This is an optimization exercise on Yosys and OpenROAD, whose aim is small area, not a production implementation.
Only simulation tests tie the RTL to the original design; equivalence was not proved.
Power figures rest on the tool's default switching activity, not on a simulated workload.

$ cat flow/run.sh
#!/bin/bash
# synth_recipe.tcl (not shown) runs the flow's synth.tcl, then flattens the netlist and writes it again
# the make line also repeats each setting of config.mk as NAME=value (left out here)
make -C /OpenROAD-flow-scripts/flow DESIGN_CONFIG=/design/flow/config.mk WORK_HOME=/design/flow/orfs CLKGATE_MAP_FILE= SYNTH_SCRIPT=/design/flow/synth_recipe.tcl finish
$ cat flow/constraint.sdc
create_clock -name core_clock -period 4.5 [get_ports {clk}]
set_input_delay 0.9000 -clock core_clock [delete_from_list [all_inputs] [get_ports {clk}]]
set_output_delay 0.9000 -clock core_clock [all_outputs]
set_load 0.01 [all_outputs]
$ cat flow/config.mk
export PLATFORM = sky130hd
export DESIGN_NAME = p4_router_egress_demux
export DESIGN_NICKNAME = p4_router_egress_demux
export VERILOG_FILES = /design/flow/design.v
export SDC_FILE = /design/flow/constraint.sdc
export NUM_CORES = 4
export LEC_CHECK = 0
export CAP_MARGIN = 20
export CORE_AREA = 5 5 455 455
export DIE_AREA = 0 0 460 460
export SLEW_MARGIN = 20
$ cat flow/design.v
module p4_egr_sat_cnt #(
  parameter int W = 48
) (
  input  logic         clk,
  input  logic         aresetn,
  input  logic         clear,
  input  logic         inc,
  output logic [W-1:0] cnt
);
  always_ff @(posedge clk or negedge aresetn) begin
    if (!aresetn)                 cnt <= '0;
    else if (clear)               cnt <= '0;
    else if (inc && (cnt != '1))  cnt <= cnt + W'(1);
  end
endmodule
module p4_router_egress_demux #(
  parameter int NUM_EGR_PHYS_PORTS = 4,
  parameter int DATA_BYTES         = 64,
  parameter int USER_WIDTH         = 8,
  parameter int EGR_COUNTERS_WIDTH = 16
) (
  input  logic                                                   clk,
  input  logic                                                   aresetn,
  input  logic                                                   egr_bus_tvalid,
  output logic                                                   egr_bus_tready,
  input  logic [DATA_BYTES*8-1:0]                                egr_bus_tdata,
  input  logic [DATA_BYTES-1:0]                                  egr_bus_tkeep,
  input  logic                                                   egr_bus_tlast,
  input  logic [USER_WIDTH-1:0]                                  egr_bus_tuser,
  output logic [NUM_EGR_PHYS_PORTS-1:0]                          egr_ports_tvalid,
  input  logic [NUM_EGR_PHYS_PORTS-1:0]                          egr_ports_tready,
  output logic [DATA_BYTES*8-1:0]                                egr_ports_tdata,
  output logic [DATA_BYTES-1:0]                                  egr_ports_tkeep,
  output logic                                                   egr_ports_tlast,
  input  logic [NUM_EGR_PHYS_PORTS-1:0]                          egr_phys_ports_enable,
  input  logic [NUM_EGR_PHYS_PORTS-1:0]                          egr_cnts_clear,
  output logic [NUM_EGR_PHYS_PORTS-1:0][EGR_COUNTERS_WIDTH-1:0]  egr_pkt_cnt,
  output logic [NUM_EGR_PHYS_PORTS-1:0][EGR_COUNTERS_WIDTH-1:0]  egr_drop_cnt
);
  localparam int N  = NUM_EGR_PHYS_PORTS;
  localparam int DB = DATA_BYTES * 8;
  localparam int DW = (N > 1) ? $clog2(N) : 1;
  localparam logic [1:0] S_IDLE = 2'd0;
  localparam logic [1:0] S_FWD  = 2'd1;
  localparam logic [1:0] S_DROP = 2'd2;
  if (USER_WIDTH < DW) begin : g_user_width_check
    $error("USER_WIDTH too narrow to address NUM_EGR_PHYS_PORTS");
  end
  logic [1:0]    state;
  logic [DW-1:0] cur_dest;
  logic          ready_q;
  logic [1:0][DB-1:0]         sk_data;
  logic [1:0][DATA_BYTES-1:0] sk_keep;
  logic [1:0]                 sk_last;
  logic [1:0][DW-1:0]         sk_dest;
  logic                       wr_ptr, rd_ptr;
  logic [1:0]                 count, count_nxt;
  logic          bus_hs, sop_hs, sop_in_range, sop_en, push, pop, head_vld;
  logic [DW-1:0] sop_dest, push_dest, head_dest;
  logic [N-1:0]  pkt_inc, drop_inc;
  assign egr_bus_tready = (state == S_DROP) ? 1'b1 : ready_q;
  assign bus_hs         = egr_bus_tvalid && egr_bus_tready;
  assign sop_hs         = bus_hs && (state == S_IDLE);
  assign sop_in_range   = {1'b0, egr_bus_tuser} < (USER_WIDTH+1)'(N);
  assign sop_dest       = egr_bus_tuser[DW-1:0];
  assign sop_en         = egr_phys_ports_enable[sop_dest];
  assign push           = bus_hs && (((state == S_IDLE) && sop_in_range && sop_en) || (state == S_FWD));
  assign push_dest      = (state == S_IDLE) ? sop_dest : cur_dest;
  assign head_vld        = (count != 2'd0);
  assign head_dest       = sk_dest[rd_ptr];
  assign pop             = head_vld && egr_ports_tready[head_dest];
  assign egr_ports_tdata = sk_data[rd_ptr];
  assign egr_ports_tkeep = sk_keep[rd_ptr];
  assign egr_ports_tlast = sk_last[rd_ptr];
  assign count_nxt       = count + {1'b0, push} - {1'b0, pop};
  always_comb begin
    egr_ports_tvalid = '0;
    pkt_inc          = '0;
    drop_inc         = '0;
    for (int p = 0; p < N; p++) begin
      egr_ports_tvalid[p] = head_vld && (head_dest == DW'(p));
      pkt_inc[p]          = pop && egr_ports_tlast && (head_dest == DW'(p));
      drop_inc[p]         = sop_hs && sop_in_range && !sop_en && (sop_dest == DW'(p));
    end
  end
  always_ff @(posedge clk or negedge aresetn) begin
    if (!aresetn) begin
      state    <= S_IDLE;
      cur_dest <= '0;
    end else begin
      case (state)
        S_IDLE: if (sop_hs && !egr_bus_tlast) begin
          state    <= (sop_in_range && sop_en) ? S_FWD : S_DROP;
          cur_dest <= sop_dest;
        end
        S_FWD, S_DROP: if (bus_hs && egr_bus_tlast) state <= S_IDLE;
        default: state <= S_IDLE;
      endcase
    end
  end
  always_ff @(posedge clk or negedge aresetn) begin
    if (!aresetn) begin
      sk_data <= '0;
      sk_keep <= '0;
      sk_last <= '0;
      sk_dest <= '0;
      wr_ptr  <= 1'b0;
      rd_ptr  <= 1'b0;
      count   <= 2'd0;
      ready_q <= 1'b0;
    end else begin
      if (push) begin
        sk_data[wr_ptr] <= egr_bus_tdata;
        sk_keep[wr_ptr] <= egr_bus_tkeep;
        sk_last[wr_ptr] <= egr_bus_tlast;
        sk_dest[wr_ptr] <= push_dest;
        wr_ptr          <= ~wr_ptr;
      end
      if (pop) rd_ptr <= ~rd_ptr;
      count   <= count_nxt;
      ready_q <= (count_nxt != 2'd2);
    end
  end
  for (genvar p = 0; p < N; p++) begin : g_port
    p4_egr_sat_cnt #(.W(EGR_COUNTERS_WIDTH)) u_pkt_cnt (
      .clk(clk), .aresetn(aresetn), .clear(egr_cnts_clear[p]), .inc(pkt_inc[p]), .cnt(egr_pkt_cnt[p])
    );
    p4_egr_sat_cnt #(.W(EGR_COUNTERS_WIDTH)) u_drop_cnt (
      .clk(clk), .aresetn(aresetn), .clear(egr_cnts_clear[p]), .inc(drop_inc[p]), .cnt(egr_drop_cnt[p])
    );
  end
endmodule
==> impl_metrics.tcl <==
set metrics [dict create \
    outcome "finished clean" \
    drc 0 \
    period_minus_slack_ns 4.28 \
    synth_simple_gate_area_share_pct 3.78 \
    yosysWarnings 2 \
    dpl.hpwl_um 158000 \
    finalClockSkew_ns 0.0263 \
    ff_latch_area_um2 32400 \
    clock_latency_ns 0.77 \
    grt_pass1_vias 40400 \
    cts_buffer_depth 3 \
    worst_pin_slew_ns 1.03 \
    switching_power_mw 9.29 \
    synth_top_family_by_area "multiplexers" \
    p_leak_nw 36.7 \
    required_ns 3.60 \
    placementRows 165 \
    yosysUniqueCellTypes 61 \
    worstPathArrival_ns 3.38 \
    rsz0062_at_grt "no" \
    ys_seq_elements 1295 \
    first_pass_iters 5 \
    synth_top_area_share_pct 57.0 \
    yosysTopAreaCell "dfrtp_1" \
    fp.dieH_um 460 \
    pwr-share-seq_pct 39.7 \
    drv_cap 0 \
    drtIter0Drc 1823 \
    syn_to_final_growth_pct 38.7 \
    fin_cells 8066 \
    async_flop_share_pct 100 \
    grt_max_degree 136 \
    gr-total-overflow 0 \
    synth_fa_ha_area_share_pct 0.286 \
    cts.htree.levels 4 \
    coreArea_um2 202000 \
    dpl_worst_slack_ns 0.382 \
    routedWlPerCell_um 25.6 \
    vias 38200 \
    portBuffers 1309 \
    totalNegativeSetupSlack_ns 0 \
    drt-vias-per-instance 4.74 \
    cts_tree "done" \
    synth.area.top_cells "dfrtp_1 (57%), mux2_2 (34%), buf_2 (1.0%)" \
    synth_compound_area_share_pct 1.02 \
    grt_pass1_wl_um 294000 \
    setup_viol 0 \
    multi_input_area_um2 23400 \
    slew_headroom_pct 31.6 \
    io_pins 1310 \
    synth_area_per_cell_um2 14.6 \
    synthXorXnorAreaFrac_pct 1.51 \
    crit_type "flop to output pin" \
    antenna_found_initial 75 \
    die_w_um 460 \
    clk_pin_slew_ns 0.05 \
    setup_ws_ns 0.224 \
    netlist_area_um2 56900 \
    grtUsageTotal_pct 18.9 \
    drv_slew 0 \
    fmax_ghz 0.234 \
    power_frac_comb_pct 22.8 \
    crit_path_max_fanout 50 \
    die-area_um2 212000 \
    antenna_left 0 \
    cts_buffers 153 \
    p_sw_share_pct 27.5 \
    fin_nets 5858 \
    drive_above_1_share_pct 39.1 \
    clock-sinks 1295 \
    wl_um 206000 \
    syn_nets 4505 \
    pwr-share-clk_pct 37.5 \
    vdd_ir_drop_max_mv 0.326 \
    start_kind "flop" \
    hp-class "flop to flop" \
    syn_inst 3892 \
    muxShareOfSynthArea_pct 34.5 \
    cts_setup_buffers 0 \
    root_buffer "clkbuf_16" \
    power_density_nw_per_um2 428 \
    initial_core_util_pct 28.2 \
    p_int_mw 24.5 \
    fin_crit_sh_pct 95.0 \
    fill_cells 19000 \
    cts_resized 0 \
    hold_violations 0 \
    place_congestion 0.859 \
    end_kind "output pin" \
    place_inst 7761 \
    ys_seq_area_share_pct 57.0 \
    synth_edf_count 0 \
    ys.flop_type "dfrtp_1" \
]
==> metrics by stage <==
stage          cell area [um^2]  power (mW)  utilization (%)  hold slack [ns]
2_1_floorplan             56900        17.3                -            0.466
3_3_place_gp              73700        21.3             36.5            0.481
3_5_place_dp              73700        21.4             36.5            0.487
4_1_cts                   78800        34.3             39.0           0.0360
5_1_grt                   78900        35.2             39.1            0.507
6_report                  78900        33.8             39.1            0.499
==> cell families after synthesis <==
| family | count (synthesis) |
|---|---|
| XOR/XNOR | 98 |
| buffers and inverters | 238 |
| AO/OA/AOI/OAI | 93 |
| multiplexers | 1742 |
| AND/OR/NAND/NOR | 413 |
| flip-flops | 1295 |
| adder cells (fa/ha/maj) | 13 |
==> routing by layer <==
metal  wire (um)  share of wire, %  global-route usage (%)  vias to the layer above
met5         333              0.16                       0                        -
met3       17700               8.6                    7.05                      327
met2       97400                47                    30.7                     1226
li1            -                 -                       -                    16700
met4        6070               2.9                    6.06                       50
met1       84800                41                    23.2                    19900
==> path summary, 6_finish.rpt <==
check                           cells past startpoint    start                           to  slack (ns)
worst max-delay path                                4   rd_ptr         egr_ports_tdata[448]        0.22
worst min-delay path                                1     flop                         flop        0.50
worst max register to register                      8   rd_ptr  g_port[1].u_pkt_cnt.cnt[15]        1.07
worst min register to register                      1     flop                         flop        0.50
max in group asynchronous                           3  aresetn                    async pin        2.45
min in group asynchronous                           2  aresetn                    async pin        0.66
==> layout by cell type (no fill, tap or decap), types with 8 or more instances in the layout <==
| master | Yosys | final |
|---|---|---|
| nand2_1 | 45 | 45 |
| xor2_1 | 49 | 49 |
| nand3_1 | 56 | 56 |
| mux2_2 | 1734 | 1734 |
| diode_2 | 0 | 25 |
| a21oi_1 | 32 | 32 |
| o21ai_0 | 29 | 29 |
| nor4_1 | 25 | 25 |
| clkbuf_8 | 0 | 40 |
| inv_1 | 16 | 16 |
| bufinv_16 | 0 | 8 |
| ha_1 | 13 | 13 |
| or3_1 | 21 | 21 |
| clkdlybuf4s50_1 | 0 | 1306 |
| clkbuf_1 | 86 | 43 |
| nor2_1 | 134 | 133 |
| and4_1 | 15 | 15 |
| and3_1 | 17 | 17 |
| buf_12 | 0 | 43 |
| dfrtp_1 | 1295 | 1294 |
| nand4_1 | 38 | 38 |
| nor3_1 | 20 | 20 |
| xnor2_1 | 49 | 49 |
| clkbuf_16 | 0 | 157 |
| buf_4 | 1 | 66 |
| clkinv_2 | 0 | 17 |
==> cell type report <==
cell class | count | share of cell area [%]
Sequential cell | 1295 | 41.1
Multi-Input combinational cell | 2359 | 29.6
Timing Repair Buffer | 1419 | 18.3
Clock buffer | 240 | 5.88
Tap cell | 2672 | 4.24
Clock inverter | 39 | 0.682
Inverter | 17 | 0.0809
Antenna cell | 25 | 0.0793
==> cells in the mapped netlist, types with 3 or more instances <==
master,instances
nand4b_1,3
ha_1,13
nand2_1,45
or3_1,21
nor4b_1,4
dfrtp_1,1295
mux2i_1,7
nand3b_1,4
and2_1,7
nor3b_1,6
mux2_2,1734
or2_2,4
and3_1,17
buf_1,8
buf_2,115
o211ai_1,6
buf_6,10
nand2b_1,3
a31oi_1,3
nor2_1,134
inv_1,16
a21oi_1,32
clkbuf_1,86
o21ai_0,29
xor2_1,49
nor4_1,25
and4_1,15
nand3_1,56
nand4_1,38
xnor2_1,49
nor3_1,20
==> power groups by stage <==
stage                     Combinational [mW]  Clock, mW  Sequential, mW
after global placement                  7.78          0            13.5
final                                   7.71       12.6            13.4
after detailed placement                7.81          0            13.6
after floorplan                         3.95          0            13.3
after CTS                               7.85       13.0            13.4
after global routing                    8.17       13.5            13.5
==> critical path: stages (launching register included) <==
cell,delay (ns)
dfrtp_4,0.85
buf_12,0.28
buf_12,0.33
mux2_2,0.47
clkdlybuf4s50_1,0.55
==> repair_timing <==
| item | 4_1_cts | 5_1_grt |
|---|---|---|
| hold buffers | 0 | 1 |
| endpoints found under the setup margin | 0 | 0 |
| hold endpoints to repair | 0 | 5 |

## re-timing with driven ports
The flow's constraints put no driver on any port. The routed layout listed below was extracted and timed again, unchanged, in two steps.
Step 1: set_driving_cell puts a clkbuf_16 on clk and a buf_2 on each other input, an assumption about the parent block.
Step 2, shift: input delay + t, output delay - t, t = (earliest + latest rising clock arrival at the registers) / 2. This alone moves slack from input paths to output paths.
a / b / c = no drivers / after step 1 / after step 2; a / b = the first two.
t, ns: 0.856
setup WS [ns]: 0.224 / 0.125 / 0.413
clock arrival spread, ns: 0.040 / 0.040
slew at the worst register clock pin (ns): 0.06 / 0.06
worst data-port slew with drivers (ns): 0.19
After both steps this run still meets setup and hold. For this run, drivers alone change the setup slack by -0.099 ns; drivers and shift together by +0.189 ns.
